From an optimization exercise on the open Yosys and OpenROAD flow, aimed at small area, a short achievable clock period and few clock cycles per item; shortcuts taken in it are not production practice. Where RTL was checked, it was by simulation tests only, not by an equivalence proof against the original. The RTL of runs 6 and 7 was laid out without a check of its function.

<file path="flow/design.v">
module aes_inv_sub_bytes (
  input  logic         i_clk,
  input  logic         i_rst,
  input  logic         i_valid,
  input  logic [127:0] i_data,
  output logic         o_ready,
  output logic         o_valid,
  input  logic         i_ready,
  output logic [127:0] o_data
);
  logic [127:0] mapped, in_q, skid_q, out_q, sub;
  logic         in_v_q, skid_v_q, out_v_q, ready_q;
  logic         take, out_free, in_load, skid_v_d;
  for (genvar k = 0; k < 16; k++) begin : g_byte
    aes_inv_sub_bytes_map u_map (.a(i_data[8*k +: 8]), .y(mapped[8*k +: 8]));
    aes_inv_sub_bytes_inv u_inv (.a(in_q[8*k +: 8]), .y(sub[8*k +: 8]));
  end
  assign take     = ready_q & i_valid;
  assign out_free = ~out_v_q | i_ready;             
  assign in_load  = out_free | ~in_v_q;             
  assign skid_v_d = skid_v_q ? ~out_free : (take & in_v_q & ~out_free);
  always_ff @(posedge i_clk or posedge i_rst) begin
    if (i_rst) begin
      in_v_q   <= 1'b0;
      skid_v_q <= 1'b0;
      out_v_q  <= 1'b0;
    end else begin
      if (out_free) out_v_q <= in_v_q;
      if (in_load)  in_v_q  <= skid_v_q | take;
      skid_v_q <= skid_v_d;
    end
  end
  always_ff @(posedge i_clk) ready_q <= ~skid_v_d;
  always_ff @(posedge i_clk) begin
    if (out_free) out_q  <= sub;
    if (in_load)  in_q   <= skid_v_q ? skid_q : mapped;
    if (!skid_v_q) skid_q <= mapped;
  end
  assign o_ready = ready_q;
  assign o_valid = out_v_q;
  assign o_data  = out_q;
endmodule
module aes_inv_sub_bytes_map (
  input  logic [7:0] a,
  output logic [7:0] y
);
  logic n0, n1, n2, n3, n4, n5, n6, n7, n8, n9, n10, n11, n12, n13, n14, n15, n16;
  assign n0 = a[1] ^ a[3];
  assign n1 = n0 ^ a[4];
  assign n2 = n1 ^ a[5];
  assign n3 = a[1] ^ a[4];
  assign n4 = n3 ^ a[6];
  assign n5 = a[2] ^ a[5];
  assign n6 = n5 ^ a[6];
  assign n7 = n6 ^ a[7];
  assign n8 = a[0] ^ a[1];
  assign n9 = n8 ^ a[7];
  assign n10 = ~a[1];
  assign n11 = n8 ^ a[5];
  assign n12 = ~n11;
  assign n13 = n8 ^ a[4];
  assign n14 = a[2] ^ a[4];
  assign n15 = n14 ^ a[5];
  assign n16 = ~n15;
  assign y = {n16, n13, n12, n10, n9, n7, n4, n2};
endmodule
module aes_inv_sub_bytes_inv (
  input  logic [7:0] a,
  output logic [7:0] y
);
  logic n0, n1, n2, n3, n4, n5, n6, n7, n8, n9, n10, n11, n12, n13, n14, n15, n16, n17, n18, n19, n20, n21, n22, n23, n24, n25, n26, n27, n28, n29, n30, n31, n32, n33, n34, n35, n36, n37, n38, n39, n40, n41, n42, n43, n44, n45, n46, n47, n48, n49, n50, n51, n52, n53, n54, n55, n56, n57, n58, n59, n60, n61, n62, n63, n64, n65, n66, n67, n68, n69, n70, n71, n72, n73, n74, n75, n76, n77, n78, n79, n80, n81, n82, n83, n84, n85, n86, n87, n88, n89, n90, n91, n92, n93, n94, n95, n96, n97, n98, n99, n100, n101, n102, n103, n104, n105, n106, n107, n108, n109, n110, n111, n112, n113, n114, n115, n116, n117, n118, n119, n120, n121, n122, n123, n124, n125, n126, n127, n128, n129, n130, n131, n132, n133, n134, n135, n136, n137, n138, n139, n140, n141, n142, n143, n144, n145, n146, n147, n148, n149, n150, n151, n152, n153, n154, n155, n156, n157, n158, n159, n160, n161, n162, n163, n164, n165, n166, n167, n168, n169, n170, n171, n172, n173, n174, n175, n176, n177, n178, n179, n180, n181;
  assign n0 = a[4] ^ a[0];
  assign n1 = a[5] ^ a[1];
  assign n2 = a[6] ^ a[2];
  assign n3 = a[7] ^ a[3];
  assign n4 = n2 ^ n0;
  assign n5 = n3 ^ n1;
  assign n6 = n5 ^ n4;
  assign n7 = n6 ^ n4;
  assign n8 = n7 ^ n6;
  assign n9 = n1 ^ n0;
  assign n10 = n9 ^ n0;
  assign n11 = n9 ^ n7;
  assign n12 = n10 ^ n8;
  assign n13 = n3 ^ n2;
  assign n14 = n13 ^ n2;
  assign n15 = n13 ^ n7;
  assign n16 = n14 ^ n8;
  assign n17 = n15 ^ n11;
  assign n18 = n16 ^ n12;
  assign n19 = n18 ^ n17;
  assign n20 = n17 ^ n19;
  assign n21 = n12 ^ n11;
  assign n22 = n12 ^ n17;
  assign n23 = n21 ^ n20;
  assign n24 = n16 ^ n15;
  assign n25 = n24 ^ n15;
  assign n26 = n15 ^ n17;
  assign n27 = n25 ^ n20;
  assign n28 = a[6] ^ a[4];
  assign n29 = a[7] ^ a[5];
  assign n30 = a[2] ^ a[0];
  assign n31 = a[3] ^ a[1];
  assign n32 = n29 ^ n28;
  assign n33 = n31 ^ n30;
  assign n34 = n32 & n33;
  assign n35 = n28 & n30;
  assign n36 = n29 & n31;
  assign n37 = n36 ^ n35;
  assign n38 = n34 ^ n35;
  assign n39 = n38 ^ n37;
  assign n40 = a[5] ^ a[4];
  assign n41 = a[1] ^ a[0];
  assign n42 = n40 & n41;
  assign n43 = a[4] & a[0];
  assign n44 = a[5] & a[1];
  assign n45 = n44 ^ n43;
  assign n46 = n42 ^ n43;
  assign n47 = n45 ^ n38;
  assign n48 = n46 ^ n39;
  assign n49 = a[7] ^ a[6];
  assign n50 = a[3] ^ a[2];
  assign n51 = n49 & n50;
  assign n52 = a[6] & a[2];
  assign n53 = a[7] & a[3];
  assign n54 = n53 ^ n52;
  assign n55 = n51 ^ n52;
  assign n56 = n54 ^ n38;
  assign n57 = n55 ^ n39;
  assign n58 = n22 ^ n47;
  assign n59 = n23 ^ n48;
  assign n60 = n26 ^ n56;
  assign n61 = n27 ^ n57;
  assign n62 = ~n58;
  assign n63 = ~n59;
  assign n64 = ~n60;
  assign n65 = ~n61;
  assign n66 = n62 & n63;
  assign n67 = n66 & n60;
  assign n68 = n67 & n65;
  assign n69 = n58 & n63;
  assign n70 = n69 & n60;
  assign n71 = n70 & n65;
  assign n72 = n68 | n71;
  assign n73 = n62 & n59;
  assign n74 = n73 & n60;
  assign n75 = n74 & n65;
  assign n76 = n72 | n75;
  assign n77 = n58 & n59;
  assign n78 = n77 & n60;
  assign n79 = n78 & n65;
  assign n80 = n76 | n79;
  assign n81 = n73 & n64;
  assign n82 = n81 & n61;
  assign n83 = n80 | n82;
  assign n84 = n77 & n64;
  assign n85 = n84 & n61;
  assign n86 = n83 | n85;
  assign n87 = n67 & n61;
  assign n88 = n86 | n87;
  assign n89 = n74 & n61;
  assign n90 = n88 | n89;
  assign n91 = n68 | n79;
  assign n92 = n66 & n64;
  assign n93 = n92 & n61;
  assign n94 = n91 | n93;
  assign n95 = n69 & n64;
  assign n96 = n95 & n61;
  assign n97 = n94 | n96;
  assign n98 = n97 | n82;
  assign n99 = n98 | n85;
  assign n100 = n70 & n61;
  assign n101 = n99 | n100;
  assign n102 = n78 & n61;
  assign n103 = n101 | n102;
  assign n104 = n95 & n65;
  assign n105 = n84 & n65;
  assign n106 = n104 | n105;
  assign n107 = n106 | n71;
  assign n108 = n107 | n96;
  assign n109 = n108 | n82;
  assign n110 = n109 | n85;
  assign n111 = n110 | n100;
  assign n112 = n111 | n89;
  assign n113 = n81 & n65;
  assign n114 = n104 | n113;
  assign n115 = n114 | n75;
  assign n116 = n115 | n79;
  assign n117 = n116 | n82;
  assign n118 = n117 | n100;
  assign n119 = n118 | n89;
  assign n120 = n119 | n102;
  assign n121 = n112 ^ n90;
  assign n122 = n120 ^ n103;
  assign n123 = n122 ^ n121;
  assign n124 = n123 & n32;
  assign n125 = n121 & n28;
  assign n126 = n122 & n29;
  assign n127 = n126 ^ n125;
  assign n128 = n124 ^ n125;
  assign n129 = n128 ^ n127;
  assign n130 = n103 ^ n90;
  assign n131 = n130 & n40;
  assign n132 = n90 & a[4];
  assign n133 = n103 & a[5];
  assign n134 = n133 ^ n132;
  assign n135 = n131 ^ n132;
  assign n136 = n134 ^ n128;
  assign n137 = n135 ^ n129;
  assign n138 = n120 ^ n112;
  assign n139 = n138 & n49;
  assign n140 = n112 & a[6];
  assign n141 = n120 & a[7];
  assign n142 = n141 ^ n140;
  assign n143 = n139 ^ n140;
  assign n144 = n142 ^ n128;
  assign n145 = n143 ^ n129;
  assign n146 = n123 & n33;
  assign n147 = n121 & n30;
  assign n148 = n122 & n31;
  assign n149 = n148 ^ n147;
  assign n150 = n146 ^ n147;
  assign n151 = n150 ^ n149;
  assign n152 = n130 & n41;
  assign n153 = n90 & a[0];
  assign n154 = n103 & a[1];
  assign n155 = n154 ^ n153;
  assign n156 = n152 ^ n153;
  assign n157 = n155 ^ n150;
  assign n158 = n156 ^ n151;
  assign n159 = n138 & n50;
  assign n160 = n112 & a[2];
  assign n161 = n120 & a[3];
  assign n162 = n161 ^ n160;
  assign n163 = n159 ^ n160;
  assign n164 = n162 ^ n150;
  assign n165 = n163 ^ n151;
  assign n166 = n145 ^ n164;
  assign n167 = n166 ^ n165;
  assign n168 = n136 ^ n137;
  assign n169 = n168 ^ n157;
  assign n170 = n169 ^ n158;
  assign n171 = n145 ^ n157;
  assign n172 = n171 ^ n164;
  assign n173 = n157 ^ n164;
  assign n174 = n173 ^ n165;
  assign n175 = n136 ^ n144;
  assign n176 = n175 ^ n145;
  assign n177 = n176 ^ n158;
  assign n178 = n177 ^ n165;
  assign n179 = n145 ^ n158;
  assign n180 = n179 ^ n165;
  assign n181 = n136 ^ n164;
  assign y = {n137, n181, n180, n178, n174, n172, n170, n167};
endmodule
</file>
<file path="flow/flow/run.sh">
#!/bin/bash
# Standard ORFS layout (the standard.sh), except that:
#  - Yosys's final ABC technology mapping uses flow/map.abc instead of ORFS's speed script
#    (all other synthesis steps, and so the registers and their names, are the standard ones);
#  - the make variables listed in flow/make_args (one VAR=value per line) are added.
set -euo pipefail
W=$PWD
{
  cat <<'TCL'
proc abc {args} {
  set i [lsearch -exact $args -script]
  if {$i >= 0} { lset args [expr {$i + 1}] $::env(FLOW_ABC_SCRIPT) }
  yosys abc {*}$args
}
TCL
  cat "$W/synth_recipe.tcl"
} > "$W/flow_synth.tcl"
sed "s#$W/synth_recipe.tcl#$W/flow_synth.tcl#g" "$W/standard.sh" > "$W/flow_standard.sh"
grep -q flow_synth.tcl "$W/flow_standard.sh"
export FLOW_ABC_SCRIPT="$W/flow/map.abc"
args=()
if [[ -f "$W/flow/make_args" ]]; then
  while IFS= read -r line; do
    [[ -n "$line" && "$line" != \#* ]] && args+=("$line")
  done < "$W/flow/make_args"
fi
bash "$W/flow_standard.sh" "${args[@]}" finish > "$W/flow_make.log" 2>&1
</file>
<file path="flow/flow/make_args">
BUFFER_PORTS_ARGS=-buffer_cell sky130_fd_sc_hd__buf_1
SETUP_SLACK_MARGIN=14.8
ADDER_MAP_FILE=
</file>
<file path="flow/flow/map.abc">
&get -n
&st
&dch -f
&nf -R 1000
&st
&dch -f
&nf -R 1000
&put
</file>
<file path="flow/standard.sh">
#!/bin/bash
# synth_recipe.tcl (not shown) runs the flow's synth.tcl, then flattens the netlist and writes it again
# the make line also repeats each setting of config.mk as NAME=value (left out here)
make -C /OpenROAD-flow-scripts/flow DESIGN_CONFIG=/design/flow/config.mk WORK_HOME=/design/flow/orfs CLKGATE_MAP_FILE= SYNTH_SCRIPT=/design/flow/synth_recipe.tcl "${@:-finish}"
</file>
<file path="flow/config.mk">
export PLATFORM = sky130hd
export DESIGN_NAME = aes_inv_sub_bytes
export DESIGN_NICKNAME = aes_inv_sub_bytes
export VERILOG_FILES = /design/flow/design.v
export SDC_FILE = /design/flow/constraint.sdc
export NUM_CORES = 4
export LEC_CHECK = 0
export CAP_MARGIN = 20
export CORE_MARGIN = 2
export CORE_UTILIZATION = 75
export CTS_BUF_LIST = sky130_fd_sc_hd__clkbuf_8
export CTS_CLUSTER_DIAMETER = 50
export CTS_CLUSTER_SIZE = 14
export PLACE_DENSITY = 0.85
export SLEW_MARGIN = 20
</file>
<file path="flow/constraint.sdc">
create_clock -name core_clock -period 20.0 [get_ports {i_clk}]
set_input_delay 4.0000 -clock core_clock [delete_from_list [all_inputs] [get_ports {i_clk}]]
set_output_delay 4.0000 -clock core_clock [all_outputs]
set_load 0.01 [all_outputs]
</file>
==> results of run 1 <==
-- worst max path at each step --
stage | from | slack (ns) | to
after floorplan | i_ready | 11.69 | in_q[0]$_DFFE_PP_
after global routing | out_q[106]$_DFFE_PN_ | 14.73 | o_data[106]
after detailed placement | i_ready | 13.86 | in_q[97]$_DFFE_PP_
after global placement | i_ready | 13.89 | in_q[101]$_DFFE_PP_
final | out_q[33]$_DFFE_PN_ | 14.76 | o_data[33]
after CTS | out_q[106]$_DFFE_PN_ | 14.75 | o_data[106]
-- sequential cells by signal (all words and copies together) (netlist names) --
name and flops:
ready_q 1, skid_v_q 1, out_q 128, skid_q 128, out_v_q 1, in_q 128
in_v_q 1
-- timing repair --
action	in CTS	in global routing
endpoints found under the hold margin	0	0
buffers inserted	1	0
endpoints found under the setup margin	179	183
resized for setup	5	37
-- cell usage in the layout, fill, tap and decap left out, drive strengths merged, types with 11 or more instances in the layout --
| cell | netlist | final |
|---|---|---|
| clkbuf | 0 | 70 |
| dfxtp | 129 | 129 |
| o31ai | 18 | 18 |
| nor2 | 173 | 173 |
| nand2b | 42 | 42 |
| nand3 | 14 | 14 |
| xnor2 | 755 | 755 |
| o21ai | 186 | 186 |
| nor2b | 32 | 32 |
| a21o | 11 | 11 |
| edfxtp | 256 | 256 |
| mux2i | 23 | 23 |
| xor2 | 394 | 394 |
| mux2 | 35 | 35 |
| nand2 | 377 | 377 |
| and2 | 15 | 15 |
| clkinv | 38 | 44 |
| a21oi | 52 | 52 |
| inv | 0 | 19 |
| o211ai | 11 | 11 |
| buf | 0 | 247 |
-- metrics by stage --
stage / util (%) / setup WS (ns)
4_1_cts: 83.0 / 14.75
2_1_floorplan: - / 11.69
3_5_place_dp: 80.3 / 13.86
5_1_grt: 83.4 / 14.73
6_report: 83.4 / 14.76
3_3_place_gp: 80.3 / 13.89
-- per-layer routing --
layer / wire (um) / vias to the layer above / GRT usage [%]
met3: 3160 / 98 / 4.33
li1: - / 9427 / -
met2: 26700 / 543 / 51.8
met1: 22200 / 8923 / 36.5
met4: 1290 / 2 / 8.86
met5: 15 / - / 0
-- logic make-up after synthesis --
family	count (synthesis)	synth area share, %
simple gates	674	11.0
buf+inv	38	0.549
xor+xnor	1150	38.8
compound gates	337	7.48
flops	388	39.8
mux	58	2.40
-- final cells by class --
type                            count  share of cell area [%]
Antenna cell                        3                  0.0262
Clock buffer                       49                    2.35
Clock inverter                     28                   0.825
Inverter                           38                   0.498
Multi-Input combinational cell   2219                    54.4
Sequential cell                   388                    36.1
Tap cell                          455                    1.99
Timing Repair Buffer              268                    3.84
==> results.toml, run 1 <==
[synth]
yosysSeqAreaShare_pct = 39.8
synthTopCellsByArea = "edfxtp_1 (30%), xnor2_1 (25%), xor2_1 (13%)"
ys_warn_count = 1
syn_nets = 2777
ys_top_cells_by_count = "xnor2_1 (755), xor2_1 (394), nand2_1 (377), edfxtp_1 (256), o21ai_0 (186)"
synth-seq-cells = 388
synth_area_mm2 = 0.0260
yosysUniqueCellTypes = 40
yosys.area.top_type = "edfxtp_1"
synth_top_area_share_pct = 29.6
synth-edff-count = 256
avgSynthCellArea_um2 = 9.83
postSynthCellCount = 2645
async_flop_share_pct = 0.773
ys_dominant_reg_cell = "edfxtp_1"
synth.most_common_cell = "xnor2_1"

[sta]
min_period_ns = 5.24
setup_viol = 0
fmax_mhz = 191
hold_viol_final = 0
timing.hold.ws_ns = 0.468
drv_slew = 0
relSlewSlack_pct = 31.1
rsz0062_at_grt = "yes"
fin_crit_sh_pct = 26.2
tns_ns = 0
skew_ns = 0.0320
tightestPinTransition_ns = 1.03

[job]
maxCapViolations = 0

[min_path]
min_path_type = "register to register"
whs_endpoint = "skid_q[42]$_DFF_P_"
worstHoldStart = "skid_q[42]$_DFF_P_"
hold_path_depth = 1

[critical_path]
path_max_fanout = 1
worst-path-buf-inv = 1
r2r-start = "in_q[124]$_DFFE_PP_"
critical_path.top_delay_family = "flip-flops"
regToRegSetupSlack_ns = 15.22
worst-endpoint-required_ns = 16.00
crit_path_top_delay_cell = "edfxtp_1"
worstSetupPathType = "register to output port"
cp_slowest_stage_delay_ns = 0.46
critPathArrivalTime_ns = 1.24
path_cells = "clkbuf_2"
critical_path.endpoint_type = "output port"
timing.rr.end = "out_q[124]$_DFFE_PN_"
critPathLaunchType = "register"
cp.depth = 1
reg2reg_depth = 13

[routing]
num_vias = 19000
drtAntennaViolNets = 0
finalWirelength_um = 53400
dr.pass1.iters = 6
post_drt_wl_per_cell_um = 15.5
via_per_inst = 5.51
drc_errors = 0
drtIter0Drc = 1210

[floorplan]
core-area_mm2 = 0.0344
io_pins = 262
num_rows = 68
die_area_mm2 = 0.0362
die_x_um = 190
start_util_pct = 75.7
die_h_um = 190

[placement]
dp_cells = 3366
dpl_cell_area_mm2 = 0.0276
place_congestion = 0.910
io_buffers = 261
dp_hpwl_um = 39500

[finish]
final_nets = 3090
multiInputGateArea_mm2 = 0.0156
n_fill_cell = 2118
postLayoutCellArea_mm2 = 0.0287
post_route_cells_drive_above_1_share_pct = 3.65
seqCellArea_mm2 = 0.0103
syn_to_final_growth_pct = 10.3
final_cells = 3448

[clocking]
cts.clk_slew.worst_paths_ns = 0.08
clock_path_buffers = 3
clock_sinks = 388
postCtsHoldBufs = 0
cts_tree = "yes"
root_buffer = "clkbuf_8"
cts_buffers = 43
h-tree-depth = 2
insertion_delay_ns = 0.62

[global_route]
antenna_found_initial = 3
grt_usage_pct = 29.1
grt_max_degree = 116
gr-total-overflow = 0
grt_pass1_vias = 18600
grt_pass1_wl_um = 86400

[status]
status = "finished clean"
Testbench counts, summed over its fixed seeds: cycles 400, items 384.
==> run 2: changes to the inputs <==
==> flow/flow/map.abc (replaced) <==
&get -n
&st
&b
&dch -f
&nf -R 1000
&put
==> results.toml, run 2 <==
[synth]
yosysUniqueCellTypes = 28
ys_top_cells_by_count = "xnor2_1 (881), xor2_1 (374), nand2_1 (345), edfxtp_1 (256), nor2_1 (235)"
synthTopCellsByArea = "xnor2_1 (30%), edfxtp_1 (30%), xor2_1 (13%)"
synth.most_common_cell = "xnor2_1"
synth_top_area_share_pct = 30.5
postSynthCellCount = 2510
ys_dominant_reg_cell = "edfxtp_1"
yosys.area.top_type = "xnor2_1"
synth-edff-count = 256
yosysSeqAreaShare_pct = 40.9
synth_area_mm2 = 0.0253
synth-seq-cells = 388
avgSynthCellArea_um2 = 10.1
ys_warn_count = 1
async_flop_share_pct = 0.773
syn_nets = 2642

[global_route]
grt_use_met1_pct = 33.7
gr-total-overflow = 0
grt_use_met2_pct = 50.7
grt_use_met3_pct = 3.43
grt_usage_pct = 27.8
grt_pass1_vias = 17700
grt.busiest_layer = "met2"
antenna_found_initial = 1
grt_max_degree = 105
grt_pass1_wl_um = 81800

[finish]
final_cell_mix = "xnor2_1 (878), xor2_1 (374), nand2_1 (345), edfxtp_1 (256), buf_1 (255)"
syn_to_final_growth_pct = 9.92
post_route_cells_drive_above_1_share_pct = 2.98
seqCellArea_mm2 = 0.0103
final_nets = 2950
n_fill_cell = 2064
reg_top3 = "in_q: 128 flops, out_q: 128 flops, skid_q: 128 flops"
multiInputGateArea_mm2 = 0.0150
postLayoutCellArea_mm2 = 0.0278
final_common_cell = "xnor2_1"

[sta]
tns_ns = 0
fmax_mhz = 191
min_period_ns = 5.24
relSlewSlack_pct = 33.4
fin_crit_sh_pct = 26.2
skew_ns = 0.0362
drv_slew = 0
hold_viol_final = 0
rsz0062_at_grt = "yes"
setup_viol = 0
tightestPinTransition_ns = 0.999

[critical_path]
worstSetupPathType = "primary input to register"
r2r-start = "in_q[48]$_DFFE_PP_"
worstSetupStartpoint = "i_ready"
timing.rr.end = "out_q[52]$_DFFE_PN_"
critPathLaunchType = "primary input"
critPathArrivalTime_ns = 5.44
critical_path.endpoint_type = "register"
regToRegSetupSlack_ns = 14.92
path_max_fanout = 67
worst-endpoint-required_ns = 20.20
endpoint = "out_q[66]$_DFFE_PN_"
reg2reg_depth = 18

[clocking]
h-tree-depth = 2
postCtsHoldBufs = 0
insertion_delay_ns = 0.59
cts_buffers = 40
cts_tree = "yes"
cts.clk_slew.worst_paths_ns = 0.07
clock_sinks = 388
root_buffer = "clkbuf_8"
clock_path_buffers = 3

[routing]
num_vias = 17500
drtIter0Drc = 796
drtAntennaViolNets = 0
dr.pass1.iters = 6
drc_errors = 0
post_drt_wl_per_cell_um = 14.9
finalWirelength_um = 49200
via_per_inst = 5.31

[floorplan]
num_rows = 67
die_h_um = 188
core-area_mm2 = 0.0334
io_pins = 262
start_util_pct = 75.9
die_area_mm2 = 0.0352
die_x_um = 188

[job]
maxCapViolations = 0

[status]
status = "finished clean"

[min_path]
min_path_type = "register to register"

[placement]
place_congestion = 0.942
io_buffers = 261
dpl_cell_area_mm2 = 0.0269
dp_hpwl_um = 38100
run 2: cell count changes in the layout (fill, tap and decap cells not counted), sizes merged, moves of 18 or more:
cell and delta:
xnor2 +126, nor2b -22, nand2 -32, nor2 +62, a21oi -23, o21ai -81, clkbuf -21, o31ai -18
nand2b -24, xor2 -20
run 2: area by class of cell:
cell class | instances | area share, %
diodes | 1 | 0.00899
clock buffers | 43 | 2.13
clock inverters | 30 | 0.773
multi-input cells | 2099 | 53.8
inverters | 23 | 0.310
repair buffers | 266 | 3.74
well taps | 448 | 2.01
flip-flops and latches | 388 | 37.2
run 2: layer usage:
metal	wire (um)	share of wire, %
met1	20300	41
met2	25000	51
met3	2240	4.5
met4	1730	3.5
met5	0	0
run 2: worst min path at each step:
stage	from	endpoint	slack, ns	depth (start not counted)
final	skid_q[72]$_DFF_P_	skid_q[72]$_DFF_P_	0.46	2
after global routing	skid_q[82]$_DFF_P_	skid_q[82]$_DFF_P_	0.48	1
after CTS	skid_q[72]$_DFF_P_	skid_q[72]$_DFF_P_	0.46	2
after detailed placement	skid_q[72]$_DFF_P_	skid_q[72]$_DFF_P_	0.44	2
after global placement	skid_q[40]$_DFF_P_	skid_q[40]$_DFF_P_	0.44	2
after floorplan	skid_q[0]$_DFF_P_	skid_q[0]$_DFF_P_	0.43	2
run 2: logic make-up (layout without fill, tap and decap cells):
family | count (synthesis) | after routing | share of synthesized area [%]
other | 0 | 1 | 0
AOI/OAI and AO/OA | 171 | 171 | 3.77
DFF | 388 | 388 | 40.9
xor gates and xnor gates | 1255 | 1255 | 43.4
muxes | 44 | 44 | 1.83
and+or+nand+nor | 629 | 629 | 9.79
buffers and inverters | 23 | 362 | 0.341
run 2: what timing repair did:
item / 4_1_cts / 5_1_grt
setup buffers: 0 / 0
resized for setup: 4 / 19
endpoints found under the setup margin: 142 / 163
gates cloned: 0 / 0
run 2: critical path: stages:
cell	delay [ns]
buf_1	0.10
nand2b_4	0.73
buf_6	0.55
run 2: through the flow:
stage / hold slack (ns) / worst slack, ns / instances / util [%]
3_3_place_gp: 0.439 / 13.89 / 3224 / 80.6
4_1_cts: 0.457 / 14.76 / 3297 / 83.1
2_1_floorplan: 0.429 / 11.69 / 2510 / -
6_report: 0.455 / 14.76 / 3298 / 83.4
3_5_place_dp: 0.445 / 13.86 / 3224 / 80.6
5_1_grt: 0.483 / 14.58 / 3297 / 83.4
==> run 3: changes to the inputs <==
==> flow/flow/map.abc (replaced) <==
&get -n
&st
&dch -f
&nf -R 1000
&put
==> results.toml, run 3 <==
[status]
status = "finished clean"

[critical_path]
critPathArrivalTime_ns = 1.21
critical_path.top_delay_family = "flip-flops"
path_cells = "clkbuf_2"
critPathLaunchType = "register"
worst-path-buf-inv = 1
crit_path_top_delay_cell = "edfxtp_1"
worst-endpoint-required_ns = 16.00
worstSetupPathType = "register to output port"
critical_path.endpoint_type = "output port"
cp_slowest_stage_delay_ns = 0.43
path_max_fanout = 1

[placement]
place_congestion = 0.919
io_buffers = 261
dpl_cell_area_mm2 = 0.0269
dp_hpwl_um = 37500

[sta]
relSlewSlack_pct = 31.3
fmax_mhz = 192
min_period_ns = 5.21
hold_viol_final = 0
setup_viol = 0
tightestPinTransition_ns = 1.02
drv_slew = 0
tns_ns = 0
fin_crit_sh_pct = 26.0
rsz0062_at_grt = "yes"
skew_ns = 0.0274

[min_path]
min_path_type = "register to register"

[routing]
drc_errors = 0
num_vias = 17600
post_drt_wl_per_cell_um = 14.8
dr.pass1.iters = 5
finalWirelength_um = 49200
drtAntennaViolNets = 0
drtIter0Drc = 905
via_per_inst = 5.29

[synth]
yosys.area.top_type = "edfxtp_1"
ys_warn_count = 1
synth-edff-count = 256
yosysSeqAreaShare_pct = 40.9
async_flop_share_pct = 0.773
postSynthCellCount = 2548
ys_top_cells_by_count = "xnor2_1 (868), xor2_1 (399), nand2_1 (372), edfxtp_1 (256), nor2_1 (240)"
synth_area_mm2 = 0.0253
syn_nets = 2680
avgSynthCellArea_um2 = 9.93
synth_top_area_share_pct = 30.4
ys_dominant_reg_cell = "edfxtp_1"
synthTopCellsByArea = "edfxtp_1 (30%), xnor2_1 (30%), xor2_1 (14%)"
yosysUniqueCellTypes = 22
synth-seq-cells = 388
synth.most_common_cell = "xnor2_1"

[clocking]
insertion_delay_ns = 0.62
cts.clk_slew.worst_paths_ns = 0.09
postCtsHoldBufs = 0
clock_path_buffers = 3
root_buffer = "clkbuf_8"
cts_buffers = 39
cts_tree = "yes"
h-tree-depth = 2
clock_sinks = 388

[floorplan]
start_util_pct = 75.8
die_area_mm2 = 0.0352
die_x_um = 188
die_h_um = 188
core-area_mm2 = 0.0334
io_pins = 262
num_rows = 67

[finish]
final_cell_mix = "xnor2_1 (868), xor2_1 (399), nand2_1 (371), edfxtp_1 (256), nor2_1 (240)"
postLayoutCellArea_mm2 = 0.0278
syn_to_final_growth_pct = 9.82
final_common_cell = "xnor2_1"
post_route_cells_drive_above_1_share_pct = 3.05
final_util_pct = 83.2
final_nets = 2984
reg_top3 = "in_q: 128 flops, out_q: 128 flops, skid_q: 128 flops"

[global_route]
antenna_found_initial = 3
grt_pass1_vias = 17900
grt_max_degree = 130
grt_usage_pct = 27.8
grt_pass1_wl_um = 81000
gr-total-overflow = 0

[job]
maxCapViolations = 0
-- run 3: repair_timing --
item | CTS | global route
pin swaps | 0 | 0
resized for setup | 5 | 23
buffers inserted | 0 | 0
hold endpoints to repair | 0 | 0
endpoints found under the setup margin | 24 | 25
-- run 3: cell families after synthesis --
family	Yosys count	share of synthesized area [%]
muxes	10	0.411
xor gates and xnor gates	1267	43.9
and+or+nand+nor	645	9.88
AOI/OAI and AO/OA	218	4.63
buffers and inverters	20	0.297
DFF	388	40.9
-- run 3: path summary, 6_finish.rpt --
path | start | endpoint | slack (ns) | cells after the start
max | out_q[120]$_DFFE_PN_ | o_data[120] | 14.79 | 1
min | skid_q[24]$_DFF_P_ | skid_q[24]$_DFF_P_ | 0.47 | 2
max reg2reg | in_q[91]$_DFFE_PP_ | out_q[92]$_DFFE_PN_ | 15.18 | 15
min reg2reg | skid_q[24]$_DFF_P_ | skid_q[24]$_DFF_P_ | 0.47 | 2
max in group asynchronous | i_rst | skid_v_q$_DFF_PP0_ | 16.60 | 2
min in group asynchronous | i_rst | skid_v_q$_DFF_PP0_ | 3.28 | 2
-- run 3: layer usage --
layer	global-route usage [%]	vias up	share of wire [%]
met3	3.84	116	4.1
met4	11.4	2	3.3
met2	51.1	432	51
met1	32.5	8210	41
li1	-	8879	-
met5	0	-	0.033
-- run 3: layout make-up --
class / instances / area, um^2
timing repair buffer: 263 / 1030
fill: 2084 / 5590
antenna: 2 / 5.00
clock inverter: 30 / 254
clock buffer: 42 / 578
tap: 448 / 561
inverter: 20 / 87.6
sequential: 388 / 10300
multi-input combinational: 2140 / 14900
-- run 3: per-stage QoR --
stage	instances	hold WS [ns]	setup WS [ns]
floorplan	2548	0.427	14.87
global placement	3259	0.438	14.50
detailed placement	3259	0.454	14.46
CTS	3331	0.474	14.75
global route	3332	0.488	14.74
finish	3333	0.468	14.79
==> run 4: changes to the inputs <==
--- a/flow/config.mk
+++ b/flow/config.mk
@@ -10,6 +10,6 @@
 export CORE_UTILIZATION = 75
 export CTS_BUF_LIST = sky130_fd_sc_hd__clkbuf_8
-export CTS_CLUSTER_DIAMETER = 50
-export CTS_CLUSTER_SIZE = 14
+export CTS_CLUSTER_DIAMETER = 45
+export CTS_CLUSTER_SIZE = 18
 export PLACE_DENSITY = 0.85
 export SLEW_MARGIN = 20
==> results.toml, run 4 <==
[routing]
via_per_inst = 5.29
drc_errors = 0
finalWirelength_um = 49300
post_drt_wl_per_cell_um = 14.8
drtAntennaViolNets = 0
drtIter0Drc = 910
num_vias = 17700
dr.pass1.iters = 5

[floorplan]
start_util_pct = 75.8
die_area_mm2 = 0.0352
io_pins = 262
die_h_um = 188
num_rows = 67
core-area_mm2 = 0.0334
die_x_um = 188

[sta]
tns_ns = 0
drv_slew = 0
min_period_ns = 5.21
tightestPinTransition_ns = 1.02
fin_crit_sh_pct = 26.0
fmax_mhz = 192
skew_ns = 0.0257
relSlewSlack_pct = 31.0
rsz0062_at_grt = "yes"
hold_viol_final = 0
setup_viol = 0

[finish]
syn_to_final_growth_pct = 9.91
post_route_cells_drive_above_1_share_pct = 3.78
final_nets = 2985
n_fill_cell = 2070
final_common_cell = "xnor2_1"
reg_top3 = "in_q: 128 flops, out_q: 128 flops, skid_q: 128 flops"
final_cell_mix = "xnor2_1 (868), xor2_1 (399), nand2_1 (371), edfxtp_1 (256), nor2_1 (240)"
postLayoutCellArea_mm2 = 0.0278

[critical_path]
path_max_fanout = 2
critPathLaunchType = "register"
worstSetupPathType = "register to output port"
regToRegSetupSlack_ns = 15.18
path_cells = "buf_2"
critical_path.top_delay_family = "flip-flops"
timing.rr.end = "out_q[36]$_DFFE_PN_"
r2r-start = "in_q[33]$_DFFE_PP_"
critical_path.endpoint_type = "output port"
crit_path_top_delay_cell = "dfrtp_1"
reg2reg_depth = 15
worst-endpoint-required_ns = 16.00
critPathArrivalTime_ns = 1.21
cp_slowest_stage_delay_ns = 0.44
worst-path-buf-inv = 1

[clocking]
insertion_delay_ns = 0.61
cts_buffers = 40
clock_sinks = 388
clock_path_buffers = 3
cts_setup_buffers = 0
h-tree-depth = 2
root_buffer = "clkbuf_8"
cts.clk_slew.worst_paths_ns = 0.08
cts_tree = "yes"
postCtsHoldBufs = 0

[placement]
dp_hpwl_um = 37500
place_congestion = 0.919
dpl_cell_area_mm2 = 0.0269
io_buffers = 261

[synth]
synth_top_family_by_area = "XOR/XNOR gates"
synthMuxAreaShare_pct = 0.411
yosys.area.top_type = "edfxtp_1"
ys_warn_count = 1
synth-simple-area-share_pct = 9.88
yosysUniqueCellTypes = 22
avgSynthCellArea_um2 = 9.93
synth-edff-count = 256
postSynthCellCount = 2548
synth_xor_area_share_pct = 43.9
synth_top_area_share_pct = 30.4
synthTopCellsByArea = "edfxtp_1 (30%), xnor2_1 (30%), xor2_1 (14%)"
synth-seq-cells = 388
async_flop_share_pct = 0.773
synth.most_common_cell = "xnor2_1"
synthAdderAreaFrac_pct = 0
ys_dominant_reg_cell = "edfxtp_1"
synth-compound-area-share_pct = 4.63
ys_top_cells_by_count = "xnor2_1 (868), xor2_1 (399), nand2_1 (372), edfxtp_1 (256), nor2_1 (240)"
syn_nets = 2680
synth_area_mm2 = 0.0253
yosysSeqAreaShare_pct = 40.9

[global_route]
antenna_found_initial = 3
grt_pass1_wl_um = 81100
gr-total-overflow = 0
grt_pass1_vias = 17900
grt_max_degree = 130
grt_usage_pct = 27.9

[job]
maxCapViolations = 0

[status]
status = "finished clean"

[min_path]
worstHoldStart = "skid_q[24]$_DFF_P_"
hold_path_depth = 2
min_path_type = "register to register"
whs_endpoint = "skid_q[24]$_DFF_P_"
-- run 4: cell type report --
class	instances	area (um^2)	area share (%)
Multi-Input combinational cell	2140	14900	53.6
Clock inverter	32	260	0.936
Inverter	20	87.6	0.315
Antenna cell	2	5.00	0.0180
Sequential cell	388	10300	37.2
Clock buffer	42	578	2.08
Timing Repair Buffer	263	1050	3.77
Tap cell	448	561	2.02
-- run 4: cell families (layout without fill, tap and decap cells) --
logic type,after synthesis,after routing
and+or+nand+nor,645,645
muxes,10,10
buffers and inverters,20,357
DFF,388,388
other,0,2
AOI/OAI and AO/OA,218,218
xor gates and xnor gates,1267,1267
-- run 4: worst max-delay path by stage --
stage,startpoint,endpoint,depth (start not counted)
after global placement,i_ready,in_q[114]$_DFFE_PP_,3
after global routing,out_q[126]$_DFFE_PN_,o_data[126],1
after floorplan,i_ready,in_q[0]$_DFFE_PP_,2
after detailed placement,i_ready,in_q[114]$_DFFE_PP_,3
final,out_v_q$_DFFE_PP0N_,o_valid,1
after CTS,out_q[127]$_DFFE_PN_,o_data[127],1
-- run 4: per-layer routing --
layer  track usage (%)  share of wire, %
met5                 0             0.032
met4              11.4               3.2
met3              3.99               4.1
met2              51.4                52
met1              32.5                41
-- run 4: repair_timing --
item                                    CTS  global route
endpoints found under the setup margin   28            36
gates resized for setup                   9            30
pin swaps                                 0             0
-- run 4: through the flow --
| stage | setup slack (ns) | instances | utilization, % | hold WS, ns |
|---|---|---|---|---|
| floorplan | 14.87 | 2548 | - | 0.427 |
| global placement | 14.50 | 3259 | 80.6 | 0.438 |
| detailed placement | 14.46 | 3259 | 80.6 | 0.454 |
| CTS | 14.74 | 3333 | 83.1 | 0.474 |
| global route | 14.74 | 3334 | 83.3 | 0.488 |
| finish | 14.79 | 3335 | 83.3 | 0.470 |
==> run 5: changes to the inputs <==
--- a/flow/flow/run.sh
+++ b/flow/flow/run.sh
@@ -3,5 +3,7 @@
 #  - Yosys's final ABC technology mapping uses flow/map.abc instead of ORFS's speed script
 #    (all other synthesis steps, and so the registers and their names, are the standard ones);
-#  - the make variables listed in flow/make_args (one VAR=value per line) are added.
+#  - the make variables listed in flow/make_args (one VAR=value per line) are added: port
+#    buffers of the smallest buffer cell, a larger setup-slack target for ORFS's repair_timing
+#    (the clock period and constraints are unchanged), and no half-adder extraction before ABC.
 set -euo pipefail
 W=$PWD
--- a/flow/config.mk
+++ b/flow/config.mk
@@ -10,6 +10,6 @@
 export CORE_UTILIZATION = 75
 export CTS_BUF_LIST = sky130_fd_sc_hd__clkbuf_8
-export CTS_CLUSTER_DIAMETER = 45
-export CTS_CLUSTER_SIZE = 18
+export CTS_CLUSTER_DIAMETER = 50
+export CTS_CLUSTER_SIZE = 14
 export PLACE_DENSITY = 0.85
 export SLEW_MARGIN = 20
==> results.toml, run 5 <==
[status]
status = "finished clean"

[global_route]
grt_max_degree = 130
grt_pass1_vias = 17900
gr-total-overflow = 0
grt_pass1_wl_um = 81000
grt_usage_pct = 27.8
antenna_found_initial = 3

[sta]
hold_viol_final = 0
skew_ns = 0.0274
timing.hold.ws_ns = 0.468
fmax_mhz = 192
setup_viol = 0
relSlewSlack_pct = 31.3
min_period_ns = 5.21
fin_crit_sh_pct = 26.0
tns_ns = 0
tightestPinTransition_ns = 1.02
rsz0062_at_grt = "yes"
drv_slew = 0

[synth]
ys_dominant_reg_cell = "edfxtp_1"
synth-seq-cells = 388
synthTopCellsByArea = "edfxtp_1 (30%), xnor2_1 (30%), xor2_1 (14%)"
yosysUniqueCellTypes = 22
yosysSeqAreaShare_pct = 40.9
yosys.area.top_type = "edfxtp_1"
async_flop_share_pct = 0.773
synth_top_area_share_pct = 30.4
synth_area_mm2 = 0.0253
ys_warn_count = 1
ys_top_cells_by_count = "xnor2_1 (868), xor2_1 (399), nand2_1 (372), edfxtp_1 (256), nor2_1 (240)"
postSynthCellCount = 2548
avgSynthCellArea_um2 = 9.93
syn_nets = 2680
synth.most_common_cell = "xnor2_1"
synth-edff-count = 256

[critical_path]
path_max_fanout = 1
cp_slowest_stage_delay_ns = 0.43
worst-endpoint-required_ns = 16.00
r2r-start = "in_q[91]$_DFFE_PP_"
critPathArrivalTime_ns = 1.21
crit_path_top_delay_cell = "edfxtp_1"
critical_path.top_delay_family = "flip-flops"
path_cells = "clkbuf_2"
worstSetupStartpoint = "out_q[120]$_DFFE_PN_"
worst-path-buf-inv = 1
critical_path.endpoint_type = "output port"
worstSetupPathType = "register to output port"
critPathLaunchType = "register"

[placement]
place_congestion = 0.919
dp_hpwl_um = 37500
io_buffers = 261

[min_path]
worstHoldStart = "skid_q[24]$_DFF_P_"
min_path_type = "register to register"

[clocking]
clock_path_buffers = 3
cts_buffers = 39
cts_setup_buffers = 0
h-tree-depth = 2
clock_sinks = 388
root_buffer = "clkbuf_8"
insertion_delay_ns = 0.62
cts_tree = "yes"
cts.clk_slew.worst_paths_ns = 0.09

[routing]
via_per_inst = 5.29
drc_errors = 0
dr_wl_met2_um = 25300
drtIter0Drc = 905
top_layer = "met5"
num_vias = 17600
drtAntennaViolNets = 0
post_drt_wl_per_cell_um = 14.8
dr.pass1.iters = 5
wl_met1_um = 20300
dr_wl_met3_um = 2000
finalWirelength_um = 49200

[finish]
reg_top3 = "in_q: 128 flops, out_q: 128 flops, skid_q: 128 flops"
syn_to_final_growth_pct = 9.82
n_fill_cell = 2084
multiInputGateArea_mm2 = 0.0149
seqCellArea_mm2 = 0.0103
final_cell_mix = "xnor2_1 (868), xor2_1 (399), nand2_1 (371), edfxtp_1 (256), nor2_1 (240)"
post_route_cells_drive_above_1_share_pct = 3.05
final_nets = 2984
final_common_cell = "xnor2_1"

[floorplan]
io_pins = 262
die_h_um = 188
num_rows = 67
die_area_mm2 = 0.0352
start_util_pct = 75.8
core-area_mm2 = 0.0334
die_x_um = 188

[job]
maxCapViolations = 0
-- run 5: cell counts after synthesis --
No cell type changed its count.
-- run 5: cells by family (layout without fill, tap and decap cells) --
group           after synthesis  after routing  share of synthesized area [%]
other cells                   0              2                              0
mux                          10             10                          0.411
flops                       388            388                           40.9
compound gates              218            218                           4.63
xor+xnor                   1267           1267                           43.9
buf+inv                      20            355                          0.297
simple gates                645            645                           9.88
-- run 5: routing by layer --
metal  vias to the layer above  global-route usage [%]
met1                      8210                    32.5
met3                       116                    3.84
met5                         -                       0
met4                         2                    11.4
li1                       8879                       -
met2                       432                    51.1
-- run 5: path summary, 6_finish.rpt --
check	end	slack, ns	cells past startpoint
setup / recovery	o_data[120]	14.79	1
hold / removal	skid_q[24]$_DFF_P_	0.47	2
setup reg to reg	out_q[92]$_DFFE_PN_	15.18	15
hold reg to reg	skid_q[24]$_DFF_P_	0.47	2
max in group asynchronous	skid_v_q$_DFF_PP0_	16.60	2
min in group asynchronous	skid_v_q$_DFF_PP0_	3.28	2
-- run 5: area by class of cell --
cell class                      count  area share (%)
Antenna cell                        2          0.0180
Clock buffer                       42            2.08
Clock inverter                     30           0.915
Inverter                           20           0.315
Multi-Input combinational cell   2140            53.7
Sequential cell                   388            37.3
Tap cell                          448            2.02
Timing Repair Buffer              263            3.70
-- run 5: worst min-delay path, stage by stage (launching register included) --
cell     delay [ns]
dfxtp_1        0.31
nand2_1        0.04
o21ai_0        0.08
-- run 5: per-stage QoR --
step	setup slack [ns]	utilization [%]	area [um^2]	cells
5_1_grt	14.74	83.2	27800	3332
6_report	14.79	83.2	27800	3333
3_5_place_dp	14.46	80.6	26900	3259
2_1_floorplan	14.87	-	25300	2548
3_3_place_gp	14.50	80.6	26900	3259
4_1_cts	14.75	83.1	27700	3331
-- run 5: timing repair --
item / CTS / global route
setup endpoints to repair: 24 / 25
gates resized for setup: 5 / 23
hold buffers: 0 / 0
hold endpoints to repair: 0 / 0
==> run 6: changes to the inputs <==
--- a/flow/design.v
+++ b/flow/design.v
@@ -46,22 +46,22 @@
 );
   logic n0, n1, n2, n3, n4, n5, n6, n7, n8, n9, n10, n11, n12, n13, n14, n15, n16;
-  assign n0 = a[1] ^ a[3];
+  assign n0 = a[0] ^ a[1];
   assign n1 = n0 ^ a[4];
-  assign n2 = n1 ^ a[5];
-  assign n3 = a[1] ^ a[4];
-  assign n4 = n3 ^ a[6];
-  assign n5 = a[2] ^ a[5];
-  assign n6 = n5 ^ a[6];
-  assign n7 = n6 ^ a[7];
-  assign n8 = a[0] ^ a[1];
-  assign n9 = n8 ^ a[7];
-  assign n10 = ~a[1];
-  assign n11 = n8 ^ a[5];
-  assign n12 = ~n11;
-  assign n13 = n8 ^ a[4];
-  assign n14 = a[2] ^ a[4];
-  assign n15 = n14 ^ a[5];
-  assign n16 = ~n15;
-  assign y = {n16, n13, n12, n10, n9, n7, n4, n2};
+  assign n2 = a[2] ^ a[4];
+  assign n3 = n2 ^ a[5];
+  assign n4 = ~n3;
+  assign n5 = ~a[1];
+  assign n6 = n0 ^ a[5];
+  assign n7 = ~n6;
+  assign n8 = a[2] ^ a[5];
+  assign n9 = n8 ^ a[6];
+  assign n10 = n9 ^ a[7];
+  assign n11 = n0 ^ a[7];
+  assign n12 = a[1] ^ a[3];
+  assign n13 = n12 ^ a[4];
+  assign n14 = n13 ^ a[5];
+  assign n15 = a[1] ^ a[4];
+  assign n16 = n15 ^ a[6];
+  assign y = {n16, n14, n11, n10, n7, n5, n4, n1};
 endmodule
 module aes_inv_sub_bytes_inv (
@@ -69,5 +69,5 @@
   output logic [7:0] y
 );
-  logic n0, n1, n2, n3, n4, n5, n6, n7, n8, n9, n10, n11, n12, n13, n14, n15, n16, n17, n18, n19, n20, n21, n22, n23, n24, n25, n26, n27, n28, n29, n30, n31, n32, n33, n34, n35, n36, n37, n38, n39, n40, n41, n42, n43, n44, n45, n46, n47, n48, n49, n50, n51, n52, n53, n54, n55, n56, n57, n58, n59, n60, n61, n62, n63, n64, n65, n66, n67, n68, n69, n70, n71, n72, n73, n74, n75, n76, n77, n78, n79, n80, n81, n82, n83, n84, n85, n86, n87, n88, n89, n90, n91, n92, n93, n94, n95, n96, n97, n98, n99, n100, n101, n102, n103, n104, n105, n106, n107, n108, n109, n110, n111, n112, n113, n114, n115, n116, n117, n118, n119, n120, n121, n122, n123, n124, n125, n126, n127, n128, n129, n130, n131, n132, n133, n134, n135, n136, n137, n138, n139, n140, n141, n142, n143, n144, n145, n146, n147, n148, n149, n150, n151, n152, n153, n154, n155, n156, n157, n158, n159, n160, n161, n162, n163, n164, n165, n166, n167, n168, n169, n170, n171, n172, n173, n174, n175, n176, n177, n178, n179, n180, n181;
+  logic n0, n1, n2, n3, n4, n5, n6, n7, n8, n9, n10, n11, n12, n13, n14, n15, n16, n17, n18, n19, n20, n21, n22, n23, n24, n25, n26, n27, n28, n29, n30, n31, n32, n33, n34, n35, n36, n37, n38, n39, n40, n41, n42, n43, n44, n45, n46, n47, n48, n49, n50, n51, n52, n53, n54, n55, n56, n57, n58, n59, n60, n61, n62, n63, n64, n65, n66, n67, n68, n69, n70, n71, n72, n73, n74, n75, n76, n77, n78, n79, n80, n81, n82, n83, n84, n85, n86, n87, n88, n89, n90, n91, n92, n93, n94, n95, n96, n97, n98, n99, n100, n101, n102, n103, n104, n105, n106, n107, n108, n109, n110, n111, n112, n113, n114, n115, n116, n117, n118, n119, n120, n121, n122, n123, n124, n125, n126, n127, n128, n129, n130, n131, n132, n133, n134, n135, n136, n137, n138, n139, n140, n141, n142, n143, n144, n145, n146, n147, n148, n149, n150, n151, n152, n153, n154, n155, n156, n157, n158, n159, n160, n161, n162, n163, n164, n165, n166, n167, n168, n169, n170, n171, n172, n173, n174, n175, n176, n177, n178, n179;
   assign n0 = a[4] ^ a[0];
   assign n1 = a[5] ^ a[1];
@@ -92,9 +92,9 @@
   assign n20 = n17 ^ n19;
   assign n21 = n12 ^ n11;
-  assign n22 = n12 ^ n17;
-  assign n23 = n21 ^ n20;
-  assign n24 = n16 ^ n15;
-  assign n25 = n24 ^ n15;
-  assign n26 = n15 ^ n17;
+  assign n22 = n21 ^ n11;
+  assign n23 = n11 ^ n17;
+  assign n24 = n22 ^ n20;
+  assign n25 = n16 ^ n15;
+  assign n26 = n16 ^ n17;
   assign n27 = n25 ^ n20;
   assign n28 = a[6] ^ a[4];
@@ -128,6 +128,6 @@
   assign n56 = n54 ^ n38;
   assign n57 = n55 ^ n39;
-  assign n58 = n22 ^ n47;
-  assign n59 = n23 ^ n48;
+  assign n58 = n23 ^ n47;
+  assign n59 = n24 ^ n48;
   assign n60 = n26 ^ n56;
   assign n61 = n27 ^ n57;
@@ -236,20 +236,18 @@
   assign n164 = n162 ^ n150;
   assign n165 = n163 ^ n151;
-  assign n166 = n145 ^ n164;
-  assign n167 = n166 ^ n165;
-  assign n168 = n136 ^ n137;
-  assign n169 = n168 ^ n157;
-  assign n170 = n169 ^ n158;
-  assign n171 = n145 ^ n157;
-  assign n172 = n171 ^ n164;
-  assign n173 = n157 ^ n164;
-  assign n174 = n173 ^ n165;
-  assign n175 = n136 ^ n144;
-  assign n176 = n175 ^ n145;
-  assign n177 = n176 ^ n158;
-  assign n178 = n177 ^ n165;
-  assign n179 = n145 ^ n158;
-  assign n180 = n179 ^ n165;
-  assign n181 = n136 ^ n164;
-  assign y = {n137, n181, n180, n178, n174, n172, n170, n167};
+  assign n166 = n136 ^ n137;
+  assign n167 = n166 ^ n158;
+  assign n168 = n144 ^ n145;
+  assign n169 = n168 ^ n164;
+  assign n170 = n169 ^ n165;
+  assign n171 = n136 ^ n144;
+  assign n172 = n171 ^ n158;
+  assign n173 = n166 ^ n144;
+  assign n174 = n137 ^ n145;
+  assign n175 = n174 ^ n157;
+  assign n176 = n175 ^ n158;
+  assign n177 = n176 ^ n164;
+  assign n178 = n174 ^ n158;
+  assign n179 = n136 ^ n164;
+  assign y = {n165, n179, n178, n177, n173, n172, n170, n167};
 endmodule
--- a/flow/flow/run.sh
+++ b/flow/flow/run.sh
@@ -3,7 +3,5 @@
 #  - Yosys's final ABC technology mapping uses flow/map.abc instead of ORFS's speed script
 #    (all other synthesis steps, and so the registers and their names, are the standard ones);
-#  - the make variables listed in flow/make_args (one VAR=value per line) are added: port
-#    buffers of the smallest buffer cell, a larger setup-slack target for ORFS's repair_timing
-#    (the clock period and constraints are unchanged), and no half-adder extraction before ABC.
+#  - the make variables listed in flow/make_args (one VAR=value per line) are added.
 set -euo pipefail
 W=$PWD
==> flow/flow/make_args (replaced) <==
BUFFER_PORTS_ARGS=-buffer_cell sky130_fd_sc_hd__buf_1
SETUP_SLACK_MARGIN=14.8
--- a/flow/config.mk
+++ b/flow/config.mk
@@ -8,8 +8,8 @@
 export CAP_MARGIN = 20
 export CORE_MARGIN = 2
-export CORE_UTILIZATION = 75
+export CORE_UTILIZATION = 65
 export CTS_BUF_LIST = sky130_fd_sc_hd__clkbuf_8
 export CTS_CLUSTER_DIAMETER = 50
 export CTS_CLUSTER_SIZE = 14
-export PLACE_DENSITY = 0.85
+export PLACE_DENSITY = 0.75
 export SLEW_MARGIN = 20
==> results.toml, run 6 <==
[clocking]
cts_tree = "yes"
clock_sinks = 388
cts_buffers = 42
postCtsHoldBufs = 0
clock_path_buffers = 3
cts.clk_slew.worst_paths_ns = 0.08
insertion_delay_ns = 0.62
root_buffer = "clkbuf_8"
h-tree-depth = 2

[routing]
drc_errors = 0
post_drt_wl_per_cell_um = 14.3
drtAntennaViolNets = 0
via_per_inst = 5.08
finalWirelength_um = 48400
num_vias = 17200
dr.pass1.iters = 5
drtIter0Drc = 707

[min_path]
min_path_type = "register to register"
hold_path_depth = 2

[synth]
postSynthCellCount = 2522
synth.most_common_cell = "xnor2_1"
avgSynthCellArea_um2 = 10.2
ys_top_cells_by_count = "xnor2_1 (910), xor2_1 (343), nand2_1 (309), edfxtp_1 (256), nor2_1 (245)"
synth-seq-cells = 388
ys_warn_count = 1
syn_nets = 2718
synthTopCellsByArea = "xnor2_1 (31%), edfxtp_1 (30%), xor2_1 (12%)"
synth-edff-count = 256
synth_top_area_share_pct = 31.0
yosys.area.top_type = "xnor2_1"
synth_area_mm2 = 0.0257
yosysUniqueCellTypes = 23
async_flop_share_pct = 0.773
ys_dominant_reg_cell = "edfxtp_1"
yosysSeqAreaShare_pct = 40.3

[critical_path]
cp.depth = 1
path_max_fanout = 1
critical_path.endpoint_type = "output port"
worst-path-buf-inv = 1
reg2reg_depth = 17
cp_slowest_stage_delay_ns = 0.45
crit_path_top_delay_cell = "edfxtp_1"
worstSetupPathType = "register to output port"
critical_path.top_delay_family = "flip-flops"
critPathLaunchType = "register"
worst-endpoint-required_ns = 16.00
path_cells = "buf_1"
critPathArrivalTime_ns = 1.22

[sta]
setup_viol = 0
tightestPinTransition_ns = 1.04
min_period_ns = 5.22
drv_slew = 0
tns_ns = 0
relSlewSlack_pct = 30.8
timing.hold.ws_ns = 0.464
fin_crit_sh_pct = 26.1
rsz0062_at_grt = "yes"
skew_ns = 0.0204
hold_viol_final = 0
fmax_mhz = 192

[global_route]
antenna_found_initial = 2
grt_max_degree = 130
grt_pass1_vias = 17500
grt_usage_pct = 23.7
gr-total-overflow = 0
grt_pass1_wl_um = 80700

[status]
status = "finished clean"

[finish]
postLayoutCellArea_mm2 = 0.0285
diodes = 0
final_nets = 3026
final_cell_mix = "xnor2_1 (906), xor2_1 (343), nand2_1 (308), edfxtp_1 (256), nor2_1 (245)"
seqCellArea_mm2 = 0.0104
final_util_pct = 73.4
syn_to_final_growth_pct = 11.0
post_route_cells_drive_above_1_share_pct = 4.75
final_common_cell = "xnor2_1"
reg_top3 = "in_q: 128 flops, out_q: 128 flops, skid_q: 128 flops"
n_fill_cell = 2904
multiInputGateArea_mm2 = 0.0154

[job]
maxCapViolations = 0

[placement]
place_congestion = 0.896
dpl_cell_area_mm2 = 0.0274
io_buffers = 261
dp_hpwl_um = 37300

[floorplan]
die_area_mm2 = 0.0411
io_pins = 262
core-area_mm2 = 0.0388
die_h_um = 203
start_util_pct = 66.2
die_x_um = 203
num_rows = 72
run 6: changes by cell type after synthesis, moves of 6 or more:
cell / before / now
ha_1: 0 / 64
xor2_1: 399 / 343
o41ai_1: 11 / 4
mux2i_1: 7 / 13
o21ai_0: 141 / 151
a31o_1: 6 / 0
mux2_1: 3 / 9
a21oi_1: 48 / 9
or2_0: 3 / 13
nand2_1: 372 / 309
xnor2_1: 868 / 910
o22ai_1: 11 / 4
run 6: final timing paths:
check | start | to | slack (ns)
hold / removal | skid_q[95]$_DFF_P_ | skid_q[95]$_DFF_P_ | 0.46
hold reg to reg | skid_q[95]$_DFF_P_ | skid_q[95]$_DFF_P_ | 0.46
max in group asynchronous | i_rst | skid_v_q$_DFF_PP0_ | 16.60
setup reg to reg | in_q[79]$_DFFE_PP_ | out_q[73]$_DFFE_PN_ | 15.29
setup / recovery | out_q[37]$_DFFE_PN_ | o_data[37] | 14.78
min in group asynchronous | i_rst | out_v_q$_DFFE_PP0N_ | 3.27
run 6: kinds of logic (layout without fill, tap and decap cells):
logic type	Yosys count	in the layout	share of synthesized area, %
compound gates	175	175	3.53
xor+xnor	1253	1253	42.7
fa+ha+maj	64	64	3.12
buf+inv	21	361	0.307
flops	388	388	40.3
mux	22	22	0.901
simple gates	599	599	9.19
run 6: layout make-up:
cell class | count | area share [%]
repair buffers | 264 | 3.76
flip-flops and latches | 388 | 36.3
well taps | 518 | 2.27
clock buffers | 50 | 2.41
inverters | 21 | 0.320
clock inverters | 26 | 0.974
multi-input cells | 2113 | 54.0
run 6: what timing repair did:
action	CTS	global route
buffers inserted	1	0
endpoints found under the setup margin	40	83
resized for setup	4	62
run 6: routing by layer:
metal  track usage [%]  part of all wire [%]
met3              4.04                   4.2
met1              30.1                    44
met5                 0                 0.056
met4              5.79                   1.6
met2              42.1                    50
run 6: metrics by stage:
stage          setup slack, ns  std cells
6_report                 14.78       3380
5_1_grt                  14.73       3380
4_1_cts                  14.74       3380
3_5_place_dp             14.41       3303
3_3_place_gp             14.43       3303
2_1_floorplan            14.87       2522
==> run 7: changes to the inputs <==
==> flow/flow/make_args (replaced) <==
BUFFER_PORTS_ARGS=-buffer_cell sky130_fd_sc_hd__buf_1
SETUP_SLACK_MARGIN=14.8
ADDER_MAP_FILE=
--- a/flow/config.mk
+++ b/flow/config.mk
@@ -8,8 +8,8 @@
 export CAP_MARGIN = 20
 export CORE_MARGIN = 2
-export CORE_UTILIZATION = 65
+export CORE_UTILIZATION = 75
 export CTS_BUF_LIST = sky130_fd_sc_hd__clkbuf_8
 export CTS_CLUSTER_DIAMETER = 50
 export CTS_CLUSTER_SIZE = 14
-export PLACE_DENSITY = 0.75
+export PLACE_DENSITY = 0.85
 export SLEW_MARGIN = 20
==> results.toml, run 7 <==
[status]
status = "finished clean"

[finish]
final_util_pct = 82.7
final_nets = 3072
post_route_cells_drive_above_1_share_pct = 2.76
postLayoutCellArea_mm2 = 0.0283
diodes = 0
syn_to_final_growth_pct = 9.51
final_common_cell = "xnor2_1"
reg_top3 = "in_q: 128 flops, out_q: 128 flops, skid_q: 128 flops"
final_cell_mix = "xnor2_1 (898), xor2_1 (389), nand2_1 (369), nor2_1 (263), edfxtp_1 (256)"

[synth]
postSynthCellCount = 2635
synth-seq-cells = 388
ys_dominant_reg_cell = "edfxtp_1"
ys_top_cells_by_count = "xnor2_1 (900), xor2_1 (389), nand2_1 (370), nor2_1 (263), edfxtp_1 (256)"
syn_nets = 2767
synth_top_area_share_pct = 30.5
avgSynthCellArea_um2 = 9.82
async_flop_share_pct = 0.773
synth.most_common_cell = "xnor2_1"
yosysUniqueCellTypes = 27
synthTopCellsByArea = "xnor2_1 (30%), edfxtp_1 (30%), xor2_1 (13%)"
synth_area_mm2 = 0.0259
yosysSeqAreaShare_pct = 40.0
yosys.area.top_type = "xnor2_1"
ys_warn_count = 1
synth-edff-count = 256

[routing]
drtIter0Drc = 949
via_per_inst = 5.33
num_vias = 18300
drc_errors = 0
post_drt_wl_per_cell_um = 15.0
drtAntennaViolNets = 0
dr.pass1.iters = 5
finalWirelength_um = 51500

[critical_path]
critPathArrivalTime_ns = 1.23
worst-endpoint-required_ns = 16.00
path_cells = "clkbuf_2"
worstSetupPathType = "register to output port"
worst-path-buf-inv = 1
timing.rr.end = "out_q[92]$_DFFE_PN_"
critPathLaunchType = "register"
critical_path.top_delay_family = "flip-flops"
crit_path_top_delay_cell = "edfxtp_1"
path_max_fanout = 1
critical_path.endpoint_type = "output port"
r2r-start = "in_q[92]$_DFFE_PP_"
cp_slowest_stage_delay_ns = 0.47
regToRegSetupSlack_ns = 15.23
reg2reg_depth = 14

[sta]
relSlewSlack_pct = 28.9
rsz0062_at_grt = "yes"
fin_crit_sh_pct = 26.2
hold_viol_final = 0
tns_ns = 0
tightestPinTransition_ns = 1.07
skew_ns = 0.0215
min_period_ns = 5.23
timing.hold.ws_ns = 0.471
setup_viol = 0
drv_slew = 0
fmax_mhz = 191

[min_path]
whs_endpoint = "skid_q[94]$_DFF_P_"
worstHoldStart = "skid_q[94]$_DFF_P_"
min_path_type = "register to register"
hold_path_depth = 2

[clocking]
cts_setup_buffers = 0
cts_buffers = 40
root_buffer = "clkbuf_8"
insertion_delay_ns = 0.61
h-tree-depth = 2
postCtsHoldBufs = 0
clock_sinks = 388
cts_tree = "yes"
clock_path_buffers = 3
cts.clk_slew.worst_paths_ns = 0.08

[global_route]
grt_pass1_vias = 18400
gr-total-overflow = 0
grt_usage_pct = 28.8
grt_max_degree = 130
antenna_found_initial = 0
grt_pass1_wl_um = 84900

[floorplan]
io_pins = 262
die_h_um = 190
die_x_um = 190
die_area_mm2 = 0.0360
num_rows = 68
core-area_mm2 = 0.0343
start_util_pct = 75.5

[placement]
dpl_cell_area_mm2 = 0.0275
dp_hpwl_um = 38700
io_buffers = 261
place_congestion = 0.927

[job]
maxCapViolations = 0
==> run 7: changes by cell type after synthesis, sizes merged, moves of 13 or more <==
cell / before / now
nand2: 309 / 370
nand2b: 11 / 29
xor2: 343 / 389
o21ai: 151 / 173
ha: 64 / 0
clkinv: 21 / 34
or2: 13 / 0
nor2: 245 / 263
==> run 7: logic make-up (layout without fill, tap and decap cells) <==
kind of cell | after synthesis | in the layout | synth area share [%]
XOR/XNOR | 1293 | 1293 | 44.0
AND/OR/NAND/NOR | 691 | 691 | 10.5
flip-flops | 388 | 388 | 40.0
AO/OA/AOI/OAI | 205 | 205 | 4.07
buffers and inverters | 34 | 369 | 0.493
multiplexers | 24 | 24 | 0.957
==> run 7: area by class of cell <==
class | count | area (um^2)
Clock buffer | 43 | 592
Clock inverter | 29 | 230
Fill cell | 2095 | 5940
Inverter | 34 | 140
Multi-Input combinational cell | 2213 | 15400
Sequential cell | 388 | 10300
Tap cell | 455 | 569
Timing Repair Buffer | 263 | 1010
==> run 7: routing by layer <==
layer	global-route usage [%]	vias to the layer above	share of wire (%)
met5	0	-	0
met4	9.60	0	2.6
met3	3.34	97	5.0
met2	51.8	514	50
met1	36.0	8547	42
li1	-	9104	-
==> run 7: worst max-delay path by stage <==
stage | startpoint | to | slack (ns) | cells past startpoint
6_report | out_q[45]$_DFFE_PN_ | o_data[45] | 14.77 | 1
5_1_grt | out_q[101]$_DFFE_PN_ | o_data[101] | 14.74 | 1
4_1_cts | out_q[101]$_DFFE_PN_ | o_data[101] | 14.73 | 1
3_5_place_dp | i_ready | in_q[28]$_DFFE_PP_ | 14.43 | 3
3_3_place_gp | i_ready | in_q[26]$_DFFE_PP_ | 14.47 | 3
2_1_floorplan | i_ready | in_q[0]$_DFFE_PP_ | 14.87 | 2
==> run 7: through the flow <==
step | setup slack (ns) | std cells
after floorplan | 14.87 | 2635
after global placement | 14.47 | 3353
after detailed placement | 14.43 | 3353
after CTS | 14.73 | 3425
after global routing | 14.74 | 3425
final | 14.77 | 3425
==> run 7: repair_timing <==
action,in CTS,in global routing
gates resized for setup,0,18
endpoints found under the setup margin,18,23
hold endpoints to repair,0,0

static timing again, ports no longer ideal:
Ports are ideal in the flow. The routed layouts listed here were re-timed in OpenROAD.
Step 1 assumes that a clkbuf_16 drives the clock port and a buf_2 every other input.
Step 2 adds t to the input delays and takes it off the output delays; t is the mean of the earliest and latest rising clock arrival at the registers after step 1. Input paths then give back, and output paths get back, about the clock's delay inside the block.
a / b / c = ideal ports / drivers / drivers and shift; a / b = the first two.
run | shift t [ns] | setup WS [ns] | worst setup path at the end
run 1 | 0.663 | 14.758 / 14.704 / 14.291 | input to register
run 2 | 0.619 | 14.758 / 14.747 / 14.157 | input to register
run 3 | 0.651 | 14.794 / 14.743 / 14.414 | input to register
run 4 | 0.655 | 14.793 / 14.739 / 14.421 | input to register
run 5 | 0.651 | 14.794 / 14.743 / 14.414 | input to register
run 6 | 0.671 | 14.783 / 14.729 / 14.409 | input to register
run 7 | 0.653 | 14.768 / 14.715 / 14.385 | input to register
After both steps setup and hold are still met in every run listed. For run 2, which loses most, drivers alone change the setup slack by -0.011 ns; drivers and shift together by -0.601 ns.
